Background: an optimization exercise with open tools, aiming at small area. Do not read the settings as production practice. In this exercise RTL edits were held to simulation tests only and were not proved equivalent to the original. The flow treats the clock pin as an ideal source, which a real chip does not have.

==> try-maple <==
==> flow/design.v (excerpt) <==
module imu_pose_gesture_recognizer_top (
    input  logic                             clk,
    input  logic                             rst_n,
    input  logic                             in_valid,
    output logic                             in_ready,
    input  logic signed [15:0]               accel_x,
    input  logic signed [15:0]               accel_y,
    input  logic signed [15:0]               accel_z,
    input  logic signed [15:0]               gyro_x,
    input  logic signed [15:0]               gyro_y,
    input  logic signed [15:0]               gyro_z,
    input  logic [31:0]                      now_ms,
    output logic                             out_valid,
    input  logic                             out_ready,
    output logic [1:0]                       gesture_code,
    output logic [1:0]                       phase_after,
    input  logic                             psel,
    input  logic                             penable,
    input  logic                             pwrite,
    input  logic [4:0]                       paddr,
    input  logic [31:0]                      pwdata,
    output logic [31:0]                      prdata,
    output logic                             pready
);
==> module imupg_fsm, before the edit <==
module imupg_fsm (
    input  logic                  clk,
    input  logic                  rst_n,
    input  logic                  step,
    input  logic [1:0]            pose,
    input  logic [16:0]           motion_n,      
    input  logic [31:0]           now,
    input  logic [5:0]            written,
    input  logic [16:0]           trigger_q,
    input  logic [16:0]           release_q,
    input  logic [15:0]           timeout_q,
    input  logic [15:0]           pose_hold_q,
    input  logic [16:0]           arm_q,
    input  logic [15:0]           neutral_q,
    output logic [1:0]            gesture_code,
    output logic [1:0]            phase_after
);
    logic [1:0]  phase_reg, phase_next;
    logic [1:0]  prev_pose_reg, prev_pose_next;    
    logic [31:0] stamp_reg;
    logic        stamp_load;
    logic        flag_reg, flag_next;
    logic [15:0] since_n;
    logic [15:0] time_limit;
    logic        time_ok;
    logic [16:0] motion_limit;
    logic        motion_ge;
    logic sel_release, sel_neutral, sel_armed;
    logic neutral_hold_zero;
    assign sel_release = (phase_reg == imupg_pkg::PH_WAIT_RELEASE);
    assign sel_neutral = (phase_reg == imupg_pkg::PH_WAIT_NEUTRAL);
    assign sel_armed   = (phase_reg == imupg_pkg::PH_ARMED);
    assign time_limit = ({16{sel_release & written[2]}} & timeout_q)
                      | ({16{sel_release & ~written[2]}} & imupg_pkg::RST_RELEASE_TIMEOUT)
                      | ({16{sel_neutral & written[5]}} & neutral_q)
                      | ({16{sel_neutral & ~written[5]}} & imupg_pkg::RST_NEUTRAL_HOLD)
                      | ({16{~sel_release & ~sel_neutral & written[3]}} & pose_hold_q)
                      | ({16{~sel_release & ~sel_neutral & ~written[3]}} & imupg_pkg::RST_POSE_HOLD);
    assign neutral_hold_zero = written[5] && (neutral_q == 16'd0);
    always_comb
    begin
        logic [15:0] now_n, same, succ;
        logic        d, e, hi_zero0, hi_zero1, hi;
        now_n = ~now[15:0];
        d = 1'b0;
        for (int i = 0; i < 16; i++)
        begin
            since_n[i] = now_n[i] ^ stamp_reg[i] ^ d;
            d = (now_n[i] & stamp_reg[i]) | (now_n[i] & d) | (stamp_reg[i] & d);
        end
        same = ~(now[31:16] ^ stamp_reg[31:16]);
        succ[0] = ~same[0];
        for (int i = 1; i < 16; i++)
            succ[i] = ~(same[i] ^ (now[15+i] | same[i-1]));
        hi_zero0 = &same;
        hi_zero1 = &succ;
        hi = d ? ~hi_zero1 : ~hi_zero0;
        time_ok = hi | ((phase_reg == imupg_pkg::PH_WAIT_RELEASE) ? (~since_n > time_limit) : (~since_n >= time_limit));
    end
    assign motion_limit = ({17{sel_release & written[1]}} & release_q)
                        | ({17{sel_release & ~written[1]}} & imupg_pkg::RST_RELEASE_MOTION)
                        | ({17{sel_armed & written[0]}} & trigger_q)
                        | ({17{sel_armed & ~written[0]}} & imupg_pkg::RST_TRIGGER_MOTION)
                        | ({17{~sel_release & ~sel_armed & written[4]}} & arm_q)
                        | ({17{~sel_release & ~sel_armed & ~written[4]}} & imupg_pkg::RST_ARM_MOTION);
    always_comb
    begin
        logic e;
        e = (phase_reg == imupg_pkg::PH_ARMED);
        for (int i = 0; i < 17; i++)
            e = (motion_n[i] & motion_limit[i]) | (motion_n[i] & e) | (motion_limit[i] & e);
        motion_ge = ~e;
    end
    always_comb
    begin
        phase_next     = phase_reg;
        prev_pose_next = prev_pose_reg;
        flag_next      = 1'b0;
        stamp_load     = 1'b0;
        case (phase_reg)
            imupg_pkg::PH_WAIT_RELEASE:
            begin
                if (time_ok || !motion_ge)
                begin
                    phase_next = imupg_pkg::PH_WAIT_NEUTRAL;
                    stamp_load = 1'b1;
                    flag_next  = (now == 32'd0);
                end
            end
            imupg_pkg::PH_WAIT_NEUTRAL:
            begin
                if (pose == imupg_pkg::POSE_FLAT)
                begin
                    flag_next = flag_reg && (now == 32'd0);
                    if (flag_reg ? neutral_hold_zero : time_ok)
                    begin
                        phase_next     = imupg_pkg::PH_WAIT_POSE;
                        prev_pose_next = imupg_pkg::POSE_FLAT;
                        stamp_load     = 1'b1;
                    end
                    else if (flag_reg)
                    begin
                        stamp_load = 1'b1;
                    end
                end
                else
                begin
                    flag_next = 1'b1;
                end
            end
            imupg_pkg::PH_WAIT_POSE:
            begin
                if (pose != prev_pose_reg)
                begin
                    prev_pose_next = pose;
                    stamp_load     = 1'b1;
                end
                else if (pose == imupg_pkg::POSE_FLAT || motion_ge)
                begin
                    stamp_load = 1'b1;
                end
                else if (time_ok)
                begin
                    phase_next = imupg_pkg::PH_ARMED;
                end
            end
            default:  
            begin
                if (motion_ge)
                begin
                    flag_next  = 1'b1;
                    stamp_load = 1'b1;
                    phase_next = imupg_pkg::PH_WAIT_RELEASE;
                end
            end
        endcase
    end
    always_ff @(posedge clk or negedge rst_n)
    begin
        if (!rst_n)
        begin
            phase_reg     <= imupg_pkg::PH_WAIT_POSE;
            prev_pose_reg <= imupg_pkg::POSE_FLAT;
        end
        else if (step)
        begin
            phase_reg     <= phase_next;
            prev_pose_reg <= prev_pose_next;
        end
    end
    always_ff @(posedge clk)
    begin
        if (step)
        begin
            flag_reg <= flag_next;
        end
        if (step && stamp_load)
            stamp_reg <= now;
    end
    assign gesture_code = (phase_reg == imupg_pkg::PH_WAIT_RELEASE && flag_reg) ? prev_pose_reg : 2'd0;
    assign phase_after  = phase_reg;
endmodule
clock: 10.0 ns
lec_check: 0
cap_margin: 20
core_margin: 2
core_utilization: 65
slew_margin: 20
standard.sh (not shown) runs the stock make flow with config.mk's settings and CLKGATE_MAP_FILE= SYNTH_SCRIPT=/design/flow/synth_recipe.tcl, a recipe that flattens the netlist after the stock synthesis.
==> flow/flow/run.sh <==
#!/bin/bash
# Layout: the standard flow (standard.sh), with changes that only shrink
# overhead cells: the port buffers are the smallest buffer, and the clock
# tree is a balanced two-level tree of a few large clock buffers built by
# flow/clock_tree.tcl before CTS (CTS skips its nets and adds no buffers),
# and the constant outputs share one tie cell per value instead of one each.
# Synthesis, floorplan, power grid, tap cells, placement and routing are the
# standard ones. Each ORFS step logs to orfs/logs/; make's own output goes
# to make_finish.log.
set -euo pipefail
cd "$(dirname "$0")/.."
export FLOW_CLK_LEAVES=7
bash standard.sh \
    "BUFFER_PORTS_ARGS=-buffer_cell sky130_fd_sc_hd__buf_1" \
    "PRE_CTS_TCL=$PWD/flow/clock_tree.tcl" \
    "CTS_ARGS=-sink_clustering_enable -repair_clock_nets -dont_use_dummy_load" \
    "SKIP_REPAIR_TIE_FANOUT=1" \
    finish > make_finish.log 2>&1
==> flow/flow/clock_tree.tcl <==
# Sourced by ORFS's CTS step (PRE_CTS_TCL) before clock_tree_synthesis.
# A two-level clock tree made by hand: the clock port drives one root
# buffer, which drives FLOW_CLK_LEAVES leaf buffers; each leaf drives the
# clock pins of one group of registers. The groups are equal-sized: the
# registers are cut into vertical strips by x, each strip into groups by y,
# and each leaf buffer starts at its group's centre (detailed placement
# then legalises it). Every register sits two buffers from the clock port.
# CTS is then told to skip these nets, so it adds nothing of its own.
proc my_clock_tree {K leaf_master root_master} {
  set block [ord::get_db_block]
  set db [ord::get_db]
  set clk_net [$block findNet clk]
  set pts {}
  foreach it [$clk_net getITerms] {
    set loc [[$it getInst] getLocation]
    lappend pts [list [lindex $loc 0] [lindex $loc 1] $it]
  }
  set pts [lsort -integer -index 0 $pts]
  set n [llength $pts]
  set kx [expr {int(sqrt($K))}]
  while {$K % $kx != 0} { incr kx -1 }
  set ky [expr {$K / $kx}]
  set groups {}
  set per_x [expr {int(ceil(double($n) / $kx))}]
  for {set i 0} {$i < $kx} {incr i} {
    set col [lrange $pts [expr {$i*$per_x}] [expr {($i+1)*$per_x - 1}]]
    set col [lsort -integer -index 1 $col]
    set m [llength $col]
    set per_y [expr {int(ceil(double($m) / $ky))}]
    for {set j 0} {$j < $ky} {incr j} {
      set g [lrange $col [expr {$j*$per_y}] [expr {($j+1)*$per_y - 1}]]
      if {[llength $g] > 0} { lappend groups $g }
    }
  }
  set leaf [$db findMaster $leaf_master]
  set rootm [$db findMaster $root_master]
  set root [odb::dbInst_create $block $rootm clkroot_buf]
  set root_out [odb::dbNet_create $block clkroot_net]
  $root_out setSigType CLOCK
  set skip [list clkroot_net]
  set gi 0
  set sx 0
  set sy 0
  foreach g $groups {
    set b [odb::dbInst_create $block $leaf clkleaf_buf_$gi]
    set net [odb::dbNet_create $block clkleaf_net_$gi]
    $net setSigType CLOCK
    lappend skip clkleaf_net_$gi
    set cx 0
    set cy 0
    foreach p $g {
      set it [lindex $p 2]
      $it disconnect
      $it connect $net
      incr cx [lindex $p 0]
      incr cy [lindex $p 1]
    }
    set cx [expr {$cx / [llength $g]}]
    set cy [expr {$cy / [llength $g]}]
    incr sx $cx
    incr sy $cy
    $b setLocation $cx $cy
    $b setPlacementStatus PLACED
    [$b findITerm A] connect $root_out
    [$b findITerm X] connect $net
    puts "clock leaf $gi: [llength $g] registers"
    incr gi
  }
  $root setLocation [expr {$sx / $gi}] [expr {$sy / $gi}]
  $root setPlacementStatus PLACED
  [$root findITerm A] connect $clk_net
  [$root findITerm X] connect $root_out
  set_cts_config -skip_nets $skip
}

my_clock_tree $::env(FLOW_CLK_LEAVES) sky130_fd_sc_hd__clkbuf_16 sky130_fd_sc_hd__clkbuf_4
==> try-raven (differences from try-maple) <==
==> flow/flow/run.sh (replaced) <==
#!/bin/bash
# Layout: the standard flow (standard.sh), with changes that only shrink
# overhead cells: the port buffers are the smallest buffer, and CTS builds
# the clock tree from small clock buffers and adds no dummy loads.
# Synthesis, floorplan, power grid, tap cells, placement and routing are the
# standard ones.
set -euo pipefail
cd "$(dirname "$0")/.."
bash standard.sh \
    "BUFFER_PORTS_ARGS=-buffer_cell sky130_fd_sc_hd__buf_1" \
    "CTS_ARGS=-sink_clustering_enable -repair_clock_nets -dont_use_dummy_load -buf_list {sky130_fd_sc_hd__clkbuf_8} -root_buf sky130_fd_sc_hd__clkbuf_8" \
    finish > make_finish.log 2>&1
- CORE_UTILIZATION: 65 -> 55
removed: flow/flow/clock_tree.tcl
==> try-nickel (differences from try-maple) <==
--- a/flow/design.v
+++ b/flow/design.v
@@ -183,3 +183,4 @@
     logic        stamp_load;
-    logic        flag_reg, flag_next;
+    logic        idle_reg, idle_next;              
+    logic        fired_reg, fired_next;
     logic [15:0] since_n;
@@ -215,3 +216,3 @@
         for (int i = 1; i < 16; i++)
-            succ[i] = ~(same[i] ^ (now[15+i] | same[i-1]));
+            succ[i] = ~(same[i] ^ (now[15+i] | ~stamp_reg[15+i]));
         hi_zero0 = &same;
@@ -219,3 +220,6 @@
         hi = d ? ~hi_zero1 : ~hi_zero0;
-        time_ok = hi | ((phase_reg == imupg_pkg::PH_WAIT_RELEASE) ? (~since_n > time_limit) : (~since_n >= time_limit));
+        e = (phase_reg == imupg_pkg::PH_WAIT_RELEASE);
+        for (int i = 0; i < 16; i++)
+            e = (since_n[i] & time_limit[i]) | (since_n[i] & e) | (time_limit[i] & e);
+        time_ok = hi | ~e;
     end
@@ -239,3 +243,4 @@
         prev_pose_next = prev_pose_reg;
-        flag_next      = 1'b0;
+        idle_next      = idle_reg;
+        fired_next     = 1'b0;
         stamp_load     = 1'b0;
@@ -248,3 +253,3 @@
                     stamp_load = 1'b1;
-                    flag_next  = (now == 32'd0);
+                    idle_next  = (now == 32'd0);
                 end
@@ -255,4 +260,3 @@
                 begin
-                    flag_next = flag_reg && (now == 32'd0);
-                    if (flag_reg ? neutral_hold_zero : time_ok)
+                    if (idle_reg ? neutral_hold_zero : time_ok)
                     begin
@@ -262,5 +266,6 @@
                     end
-                    else if (flag_reg)
+                    else if (idle_reg)
                     begin
                         stamp_load = 1'b1;
+                        idle_next  = (now == 32'd0);
                     end
@@ -269,3 +274,3 @@
                 begin
-                    flag_next = 1'b1;
+                    idle_next = 1'b1;
                 end
@@ -292,3 +297,3 @@
                 begin
-                    flag_next  = 1'b1;
+                    fired_next = 1'b1;
                     stamp_load = 1'b1;
@@ -316,3 +321,4 @@
         begin
-            flag_reg <= flag_next;
+            idle_reg  <= idle_next;
+            fired_reg <= fired_next;
         end
@@ -321,3 +327,3 @@
     end
-    assign gesture_code = (phase_reg == imupg_pkg::PH_WAIT_RELEASE && flag_reg) ? prev_pose_reg : 2'd0;
+    assign gesture_code = fired_reg ? prev_pose_reg : 2'd0;
     assign phase_after  = phase_reg;
==> flow/flow/run.sh (replaced) <==
#!/bin/bash
# Layout: the standard flow (standard.sh), with changes that only shrink
# overhead cells: the port buffers are the smallest buffer, and CTS builds
# the clock tree from small clock buffers and adds no dummy loads.
# Synthesis, floorplan, power grid, tap cells, placement and routing are the
# standard ones.
set -euo pipefail
cd "$(dirname "$0")/.."
bash standard.sh \
    "BUFFER_PORTS_ARGS=-buffer_cell sky130_fd_sc_hd__buf_1" \
    "CTS_ARGS=-sink_clustering_enable -repair_clock_nets -dont_use_dummy_load -buf_list {sky130_fd_sc_hd__clkbuf_8} -root_buf sky130_fd_sc_hd__clkbuf_8" \
    finish > make_finish.log 2>&1
- CORE_UTILIZATION: 65 -> 40
removed: flow/flow/clock_tree.tcl
==> impl_metrics.env <==
export IMPL_run_status="complete, no violations"
export IMPL_crit_cells=19
export IMPL_register_area_um2=5796
export IMPL_hpwl_um=23120
export IMPL_hold_end="u_fsm.stamp_reg[11]"
export IMPL_grtUsageMet1=0.3934
export IMPL_seq_area_frac_synth=0.4717
export IMPL_area_growth_pct=9.583
That was try-raven.
==> impl_metrics.env <==
export IMPL_run_status="complete, no violations"
export IMPL_hpwl_um=25200
export IMPL_area_growth_pct=10.24
export IMPL_grtUsageMet1=0.2768
export IMPL_crit_cells=24
export IMPL_register_area_um2=5826
That was try-nickel.
==> impl_metrics.env <==
export IMPL_register_area_um2=5796
export IMPL_hpwl_um=22700
export IMPL_area_growth_pct=8.381
export IMPL_grtUsageMet1=0.4491
export IMPL_seq_area_frac_synth=0.4717
export IMPL_run_status="complete, no violations"
export IMPL_crit_cells=19
That was try-maple.

what the ideal ports hide:
The results above use ideal ports. As a check the final layouts listed here were re-extracted and re-timed, cells and wires unchanged. Step 1: set_driving_cell puts a clkbuf_16 on clk and a buf_2 on each other input, an assumption about the parent block. Step 2 times the ports against the registers' clock, not the clock port: input delays grow and output delays shrink by t, the midpoint of the rising clock arrivals with the driver on. Three values: ideal, step 1, step 2; two values: the first two.
run | shift t [ns] | setup slack, ns | worst setup path at the end
try-maple | 0.560 | 1.040 / 1.051 / 0.491 | input to register
try-raven | 0.492 | 0.985 / 1.003 / 0.511 | input to register
try-nickel | 0.484 | 0.929 / 0.929 / 0.671 | input to register
After both steps setup and hold are still met in every run listed. The setup slack of try-maple, which loses most, moves by +0.011 ns with the drivers and by -0.549 ns with both steps.
